From an optimization exercise on the open Yosys and OpenROAD flow, aimed at small area, a short achievable clock period and few clock cycles per item; shortcuts taken in it are not production practice.
RTL that was checked went through simulation tests only; none was proved equivalent to the original.
No activity file was given, so power comes from the tool's default toggle rates.

## parametric_crc64_engine
module parametric_crc64_engine (
  input  logic                                clk,
  input  logic                                rst,
  input  logic                                s_axis_tvalid,
  output logic                                s_axis_tready,
  input  logic [pcrc64_pkg::ByteWidth-1:0]    s_axis_tdata,   
  input  logic                                s_axis_tuser,   
  output logic                                m_axis_tvalid,
  input  logic                                m_axis_tready,
  output logic [pcrc64_pkg::CrcWidth+pcrc64_pkg::CountWidth-1:0] m_axis_tdata,
  input  logic                                cfg_valid,
  output logic                                cfg_ready,
  input  logic [pcrc64_pkg::CfgIdxWidth-1:0]  cfg_index,
  input  logic [pcrc64_pkg::CrcWidth-1:0]     cfg_data
);
==> module parametric_crc64_engine, before the edit <==
module parametric_crc64_engine (
  input  logic                                clk,
  input  logic                                rst,
  input  logic                                s_axis_tvalid,
  output logic                                s_axis_tready,
  input  logic [pcrc64_pkg::ByteWidth-1:0]    s_axis_tdata,   
  input  logic                                s_axis_tuser,   
  output logic                                m_axis_tvalid,
  input  logic                                m_axis_tready,
  output logic [pcrc64_pkg::CrcWidth+pcrc64_pkg::CountWidth-1:0] m_axis_tdata,
  input  logic                                cfg_valid,
  output logic                                cfg_ready,
  input  logic [pcrc64_pkg::CfgIdxWidth-1:0]  cfg_index,
  input  logic [pcrc64_pkg::CrcWidth-1:0]     cfg_data
);
  logic [pcrc64_pkg::CrcWidth-1:0]  polynomial;
  logic [pcrc64_pkg::CrcWidth-1:0]  initial_value;
  logic [pcrc64_pkg::CrcWidth-1:0]  xor_out;
  logic [pcrc64_pkg::ByteWidth-1:1] poly_q;
  logic                             reflect_in;
  logic                             reflect_out;
  logic                             q_valid;
  logic                             q_ready;
  logic                             q_kind;
  logic [pcrc64_pkg::ByteWidth-1:0] q_data;
  assign cfg_ready = 1'b1;
  always_ff @(posedge clk) begin
    if (rst) begin
      polynomial    <= pcrc64_pkg::PolyReset;
      initial_value <= pcrc64_pkg::InitReset;
      xor_out       <= pcrc64_pkg::XorOutReset;
      reflect_in    <= 1'b0;
      reflect_out   <= 1'b0;
    end else if (cfg_valid) begin
      case (cfg_index)
        3'd0: polynomial    <= cfg_data;
        3'd1: initial_value <= cfg_data;
        3'd2: xor_out       <= cfg_data;
        3'd3: reflect_in    <= cfg_data[0];
        3'd4: reflect_out   <= cfg_data[0];
        default: begin
        end
      endcase
    end
  end
  always_ff @(posedge clk) begin
    if (rst) begin
      poly_q <= pcrc64_pkg::qvec(pcrc64_pkg::PolyReset);
    end else if (cfg_valid && cfg_index == 3'd0) begin
      poly_q <= pcrc64_pkg::qvec(cfg_data);
    end
  end
  pcrc64_front u_front (
    .clk           (clk),
    .rst           (rst),
    .s_axis_tvalid (s_axis_tvalid),
    .s_axis_tready (s_axis_tready),
    .s_axis_tdata  (s_axis_tdata),
    .s_axis_tuser  (s_axis_tuser),
    .reflect_in    (reflect_in),
    .poly_q        (poly_q),
    .q_valid       (q_valid),
    .q_ready       (q_ready),
    .q_kind        (q_kind),
    .q_data        (q_data)
  );
  pcrc64_back u_back (
    .clk           (clk),
    .rst           (rst),
    .polynomial    (polynomial),
    .poly_q        (poly_q),
    .initial_value (initial_value),
    .xor_out       (xor_out),
    .reflect_out   (reflect_out),
    .q_valid       (q_valid),
    .q_ready       (q_ready),
    .q_kind        (q_kind),
    .q_data        (q_data),
    .m_axis_tvalid (m_axis_tvalid),
    .m_axis_tready (m_axis_tready),
    .m_axis_tdata  (m_axis_tdata)
  );
endmodule
Settings: LEC_CHECK=0, CAP_MARGIN=20, CORE_MARGIN=2, CORE_UTILIZATION=60, SETUP_SLACK_MARGIN=2.9, SLEW_MARGIN=20; clock period 6.0 ns.
standard.sh (not shown) runs the stock make flow with config.mk's settings and CLKGATE_MAP_FILE= SYNTH_SCRIPT=/design/flow/synth_recipe.tcl, a recipe that flattens the netlist after the stock synthesis.
==> flow/flow/run.sh <==
#!/bin/bash
# Layout flow: the standard flow (standard.sh) with two changes:
# - the buffers that global placement puts on every input and output port are
#   sky130_fd_sc_hd__buf_2 cells instead of the cell OpenROAD picks by default
#   (clkdlybuf4s50_1, a slow delay buffer twice the area);
# - clock tree synthesis builds the tree from clkbuf_8 cells and inserts no
#   dummy loads (otherwise the standard arguments).
# Synthesis is the standard one, run first and unchanged. Each run's full
# output goes to a log file of its own in this folder; ORFS keeps its
# per-step logs under orfs/logs.
set -euo pipefail
bash standard.sh synth > synth.log 2>&1
export BUFFER_PORTS_ARGS="-buffer_cell sky130_fd_sc_hd__buf_2"
export CTS_ARGS="-sink_clustering_enable -repair_clock_nets -dont_use_dummy_load -buf_list sky130_fd_sc_hd__clkbuf_8"
bash standard.sh > layout.log 2>&1
Testbench counts at the start, summed over its fixed seeds: cycles 19,264, items 19,200.
Edit:
--- a/flow/design.v
+++ b/flow/design.v
@@ -183,28 +183,25 @@
   logic                             q_valid;
   logic                             q_ready;
   logic                             q_kind;
   logic [pcrc64_pkg::ByteWidth-1:0] q_data;
   assign cfg_ready = 1'b1;
-  always_ff @(posedge clk) begin
-    if (rst) begin
-      polynomial    <= pcrc64_pkg::PolyReset;
-      initial_value <= pcrc64_pkg::InitReset;
-      xor_out       <= pcrc64_pkg::XorOutReset;
-      reflect_in    <= 1'b0;
-      reflect_out   <= 1'b0;
-    end else if (cfg_valid) begin
-      case (cfg_index)
-        3'd0: polynomial    <= cfg_data;
-        3'd1: initial_value <= cfg_data;
-        3'd2: xor_out       <= cfg_data;
-        3'd3: reflect_in    <= cfg_data[0];
-        3'd4: reflect_out   <= cfg_data[0];
-        default: begin
-        end
-      endcase
-    end
+  logic [4:0] wr_load;
+  logic [4:0] wr_keep;
+  always_comb begin
+    for (int k = 0; k < 5; k = k + 1) begin
+      wr_load[k] = !rst && cfg_valid && (cfg_index == 3'(k));
+      wr_keep[k] = !rst && !(cfg_valid && (cfg_index == 3'(k)));
+    end
+  end
+  always_ff @(posedge clk) begin
+    polynomial    <= ({64{wr_load[0]}} & cfg_data) | ({64{wr_keep[0]}} & polynomial)
+                   | ({64{rst}} & pcrc64_pkg::PolyReset);
+    initial_value <= ({64{wr_load[1]}} & cfg_data) | ({64{wr_keep[1]}} & initial_value);
+    xor_out       <= ({64{wr_load[2]}} & cfg_data) | ({64{wr_keep[2]}} & xor_out);
+    reflect_in    <= (wr_load[3] & cfg_data[0]) | (wr_keep[3] & reflect_in);
+    reflect_out   <= (wr_load[4] & cfg_data[0]) | (wr_keep[4] & reflect_out);
   end
   always_ff @(posedge clk) begin
     if (rst) begin
       poly_q <= pcrc64_pkg::qvec(pcrc64_pkg::PolyReset);
     end else if (cfg_valid && cfg_index == 3'd0) begin
Result:
- hold slack barely changes
- power goes up by a few percent
- cell count is higher slightly
- via count went up by a few percent
- wire length grows by roughly a tenth
- maximum frequency falls by a few percent
- worst setup slack gets worse by 0.11 ns
- area after synthesis shrinks slightly
- count of clock-buffer cells in the layout is unchanged
Testbench counts after the change, summed over its fixed seeds: cycles 19,264, items 19,200.

Another version of the RTL of parametric_crc64_engine (not shown whole).
Size in the first run: roughly 2500 cells after synthesis, about 310 flip-flops, roughly 180 I/O pins, ~0.020 mm² of cells after synthesis.
==> module pcrc64_back, before the edit <==
module pcrc64_back (
  input  logic                                clk,
  input  logic                                rst,
  input  logic [pcrc64_pkg::CrcWidth-1:0]     polynomial,
  input  logic [pcrc64_pkg::ByteWidth-1:1]    poly_q,
  input  logic [pcrc64_pkg::CrcWidth-1:0]     initial_value,
  input  logic [pcrc64_pkg::CrcWidth-1:0]     xor_out,
  input  logic                                reflect_out,
  input  logic                                reflect_out_n,   
  input  logic                                q_valid,
  output logic                                q_ready,
  input  logic                                q_kind,
  input  logic [pcrc64_pkg::ByteWidth-1:0]    q_data,
  output logic                                m_axis_tvalid,
  input  logic                                m_axis_tready,
  output logic [pcrc64_pkg::CrcWidth+pcrc64_pkg::CountWidth-1:0] m_axis_tdata
);
  logic [pcrc64_pkg::CrcWidth-1:0]   crc_register;
  logic [pcrc64_pkg::CountWidth-1:0] bytes_absorbed;
  logic                              take;
  assign q_ready = !m_axis_tvalid || m_axis_tready;
  assign take    = q_valid && q_ready;
  always_ff @(posedge clk) begin
    if (rst) begin
      crc_register   <= pcrc64_pkg::InitReset;
      bytes_absorbed <= '0;
      m_axis_tvalid  <= 1'b0;
    end else begin
      if (take) begin
        m_axis_tvalid <= 1'b1;
        if (q_kind) begin
          crc_register   <= initial_value;
          bytes_absorbed <= '0;
        end else begin
          crc_register   <= pcrc64_pkg::crc_step8(crc_register, q_data, polynomial, poly_q);
          if (!(&bytes_absorbed)) begin
            bytes_absorbed <= bytes_absorbed + 32'd1;
          end
        end
      end else if (m_axis_tready) begin
        m_axis_tvalid <= 1'b0;
      end
    end
  end
  logic [pcrc64_pkg::CrcWidth-1:0] crc_flipped;
  assign crc_flipped = pcrc64_pkg::flip64(crc_register);
  assign m_axis_tdata = {bytes_absorbed,
                         (reflect_out_n ? crc_register[63:32] : crc_flipped[63:32]) ^ xor_out[63:32],
                         (reflect_out   ? crc_flipped[31:0]   : crc_register[31:0])  ^ xor_out[31:0]};
endmodule
==> module parametric_crc64_engine, before the edit <==
module parametric_crc64_engine (
  input  logic                                clk,
  input  logic                                rst,
  input  logic                                s_axis_tvalid,
  output logic                                s_axis_tready,
  input  logic [pcrc64_pkg::ByteWidth-1:0]    s_axis_tdata,   
  input  logic                                s_axis_tuser,   
  output logic                                m_axis_tvalid,
  input  logic                                m_axis_tready,
  output logic [pcrc64_pkg::CrcWidth+pcrc64_pkg::CountWidth-1:0] m_axis_tdata,
  input  logic                                cfg_valid,
  output logic                                cfg_ready,
  input  logic [pcrc64_pkg::CfgIdxWidth-1:0]  cfg_index,
  input  logic [pcrc64_pkg::CrcWidth-1:0]     cfg_data
);
  logic [pcrc64_pkg::CrcWidth-1:0]  polynomial;
  logic [pcrc64_pkg::CrcWidth-1:0]  initial_value;
  logic [pcrc64_pkg::CrcWidth-1:0]  xor_out;
  logic [pcrc64_pkg::ByteWidth-1:1] poly_q;
  logic                             reflect_in;
  logic                             reflect_out;
  logic                             reflect_out_n;
  logic                             q_valid;
  logic                             q_ready;
  logic                             q_kind;
  logic [pcrc64_pkg::ByteWidth-1:0] q_data;
  assign cfg_ready = 1'b1;
  logic [4:0] wr_load;
  logic [4:0] wr_keep;
  always_comb begin
    for (int k = 0; k < 5; k = k + 1) begin
      wr_load[k] = !rst && cfg_valid && (cfg_index == 3'(k));
      wr_keep[k] = !rst && !(cfg_valid && (cfg_index == 3'(k)));
    end
  end
  always_ff @(posedge clk) begin
    polynomial    <= ({64{wr_load[0]}} & cfg_data) | ({64{wr_keep[0]}} & polynomial)
                   | ({64{rst}} & pcrc64_pkg::PolyReset);
    initial_value <= ({64{wr_load[1]}} & cfg_data) | ({64{wr_keep[1]}} & initial_value);
    xor_out       <= ({64{wr_load[2]}} & cfg_data) | ({64{wr_keep[2]}} & xor_out);
    reflect_in    <= (wr_load[3] & cfg_data[0]) | (wr_keep[3] & reflect_in);
    reflect_out   <= (wr_load[4] & cfg_data[0]) | (wr_keep[4] & reflect_out);
    reflect_out_n <= (wr_load[4] & ~cfg_data[0]) | (wr_keep[4] & reflect_out_n) | rst;
  end
  always_ff @(posedge clk) begin
    if (rst) begin
      poly_q <= pcrc64_pkg::qvec(pcrc64_pkg::PolyReset);
    end else if (cfg_valid && cfg_index == 3'd0) begin
      poly_q <= pcrc64_pkg::qvec(cfg_data);
    end
  end
  pcrc64_front u_front (
    .clk           (clk),
    .rst           (rst),
    .s_axis_tvalid (s_axis_tvalid),
    .s_axis_tready (s_axis_tready),
    .s_axis_tdata  (s_axis_tdata),
    .s_axis_tuser  (s_axis_tuser),
    .reflect_in    (reflect_in),
    .poly_q        (poly_q),
    .q_valid       (q_valid),
    .q_ready       (q_ready),
    .q_kind        (q_kind),
    .q_data        (q_data)
  );
  pcrc64_back u_back (
    .clk           (clk),
    .rst           (rst),
    .polynomial    (polynomial),
    .poly_q        (poly_q),
    .initial_value (initial_value),
    .xor_out       (xor_out),
    .reflect_out   (reflect_out),
    .reflect_out_n (reflect_out_n),
    .q_valid       (q_valid),
    .q_ready       (q_ready),
    .q_kind        (q_kind),
    .q_data        (q_data),
    .m_axis_tvalid (m_axis_tvalid),
    .m_axis_tready (m_axis_tready),
    .m_axis_tdata  (m_axis_tdata)
  );
endmodule
export LEC_CHECK = 0
export CAP_MARGIN = 20
export CORE_MARGIN = 2
export CORE_UTILIZATION = 60
export SETUP_SLACK_MARGIN = 2.9
export SLEW_MARGIN = 20
create_clock -name core_clock -period 6.0 [get_ports {clk}]
Scripts as last shown in full above: flow/flow/run.sh
Testbench counts at the start, summed over its fixed seeds: cycles 19,264, items 19,200.
Rerun with:
--- a/flow/design.v
+++ b/flow/design.v
@@ -104,9 +104,8 @@
   input  logic [pcrc64_pkg::ByteWidth-1:1]    poly_q,
   input  logic [pcrc64_pkg::CrcWidth-1:0]     initial_value,
   input  logic [pcrc64_pkg::CrcWidth-1:0]     xor_out,
   input  logic                                reflect_out,
-  input  logic                                reflect_out_n,   
   input  logic                                q_valid,
   output logic                                q_ready,
   input  logic                                q_kind,
   input  logic [pcrc64_pkg::ByteWidth-1:0]    q_data,
@@ -140,13 +139,10 @@
         m_axis_tvalid <= 1'b0;
       end
     end
   end
-  logic [pcrc64_pkg::CrcWidth-1:0] crc_flipped;
-  assign crc_flipped = pcrc64_pkg::flip64(crc_register);
   assign m_axis_tdata = {bytes_absorbed,
-                         (reflect_out_n ? crc_register[63:32] : crc_flipped[63:32]) ^ xor_out[63:32],
-                         (reflect_out   ? crc_flipped[31:0]   : crc_register[31:0])  ^ xor_out[31:0]};
+                         (reflect_out ? pcrc64_pkg::flip64(crc_register) : crc_register) ^ xor_out};
 endmodule
 `timescale 1ns / 1ps
 module parametric_crc64_engine (
   input  logic                                clk,
@@ -168,9 +164,8 @@
   logic [pcrc64_pkg::CrcWidth-1:0]  xor_out;
   logic [pcrc64_pkg::ByteWidth-1:1] poly_q;
   logic                             reflect_in;
   logic                             reflect_out;
-  logic                             reflect_out_n;
   logic                             q_valid;
   logic                             q_ready;
   logic                             q_kind;
   logic [pcrc64_pkg::ByteWidth-1:0] q_data;
@@ -189,9 +184,8 @@
     initial_value <= ({64{wr_load[1]}} & cfg_data) | ({64{wr_keep[1]}} & initial_value);
     xor_out       <= ({64{wr_load[2]}} & cfg_data) | ({64{wr_keep[2]}} & xor_out);
     reflect_in    <= (wr_load[3] & cfg_data[0]) | (wr_keep[3] & reflect_in);
     reflect_out   <= (wr_load[4] & cfg_data[0]) | (wr_keep[4] & reflect_out);
-    reflect_out_n <= (wr_load[4] & ~cfg_data[0]) | (wr_keep[4] & reflect_out_n) | rst;
   end
   always_ff @(posedge clk) begin
     if (rst) begin
       poly_q <= pcrc64_pkg::qvec(pcrc64_pkg::PolyReset);
@@ -220,9 +214,8 @@
     .poly_q        (poly_q),
     .initial_value (initial_value),
     .xor_out       (xor_out),
     .reflect_out   (reflect_out),
-    .reflect_out_n (reflect_out_n),
     .q_valid       (q_valid),
     .q_ready       (q_ready),
     .q_kind        (q_kind),
     .q_data        (q_data),
After rerunning: The changed run produced a clean layout; die area goes up by 2.2%; combinational power climbs by 5.5%; worst setup slack degrades by 0.016 ns; sequential share of layout area goes down by 0.82 points; via count rose by 6.7%; wire length increases by 2.0%; power came out higher by 3.6%.
No functional check of the RTL was part of the second run of this note.

## re-timing with driven ports
How much do the figures lean on ideal ports? The routed layouts below were timed once more, with nothing changed but the port constraints. Step 1: set_driving_cell puts a clkbuf_16 on clk and a buf_2 on each other input, an assumption about the parent block. Step 2 moves the port delays by t, midway between the first and last clock arrival at a register: inputs arrive t later, outputs are due t later. That takes back most of the time a late clock gives input paths. Slacks: ideal / step 1 / step 2; pairs: ideal / step 1.
run | t (ns) | slack for setup (ns) | hold WS [ns] | clock arrival spread, ns
the first run of note 1 | 0.681 | 2.823 / 2.769 / 2.502 | 0.449 / 0.449 / 0.449 | 0.050 / 0.050
the second run of note 1 | 0.682 | 2.715 / 2.659 / 2.564 | 0.452 / 0.452 / 0.452 | 0.058 / 0.057
the first run of note 2 | 0.681 | 2.821 / 2.768 / 2.475 | 0.451 / 0.451 / 0.451 | 0.030 / 0.030
the second run of note 2 | 0.672 | 2.805 / 2.754 / 2.581 | 0.450 / 0.450 / 0.450 | 0.028 / 0.028
After both steps setup and hold are still met in every run listed. For the first run of note 2, which loses most, drivers alone change the setup slack by -0.053 ns; drivers and shift together by -0.346 ns.
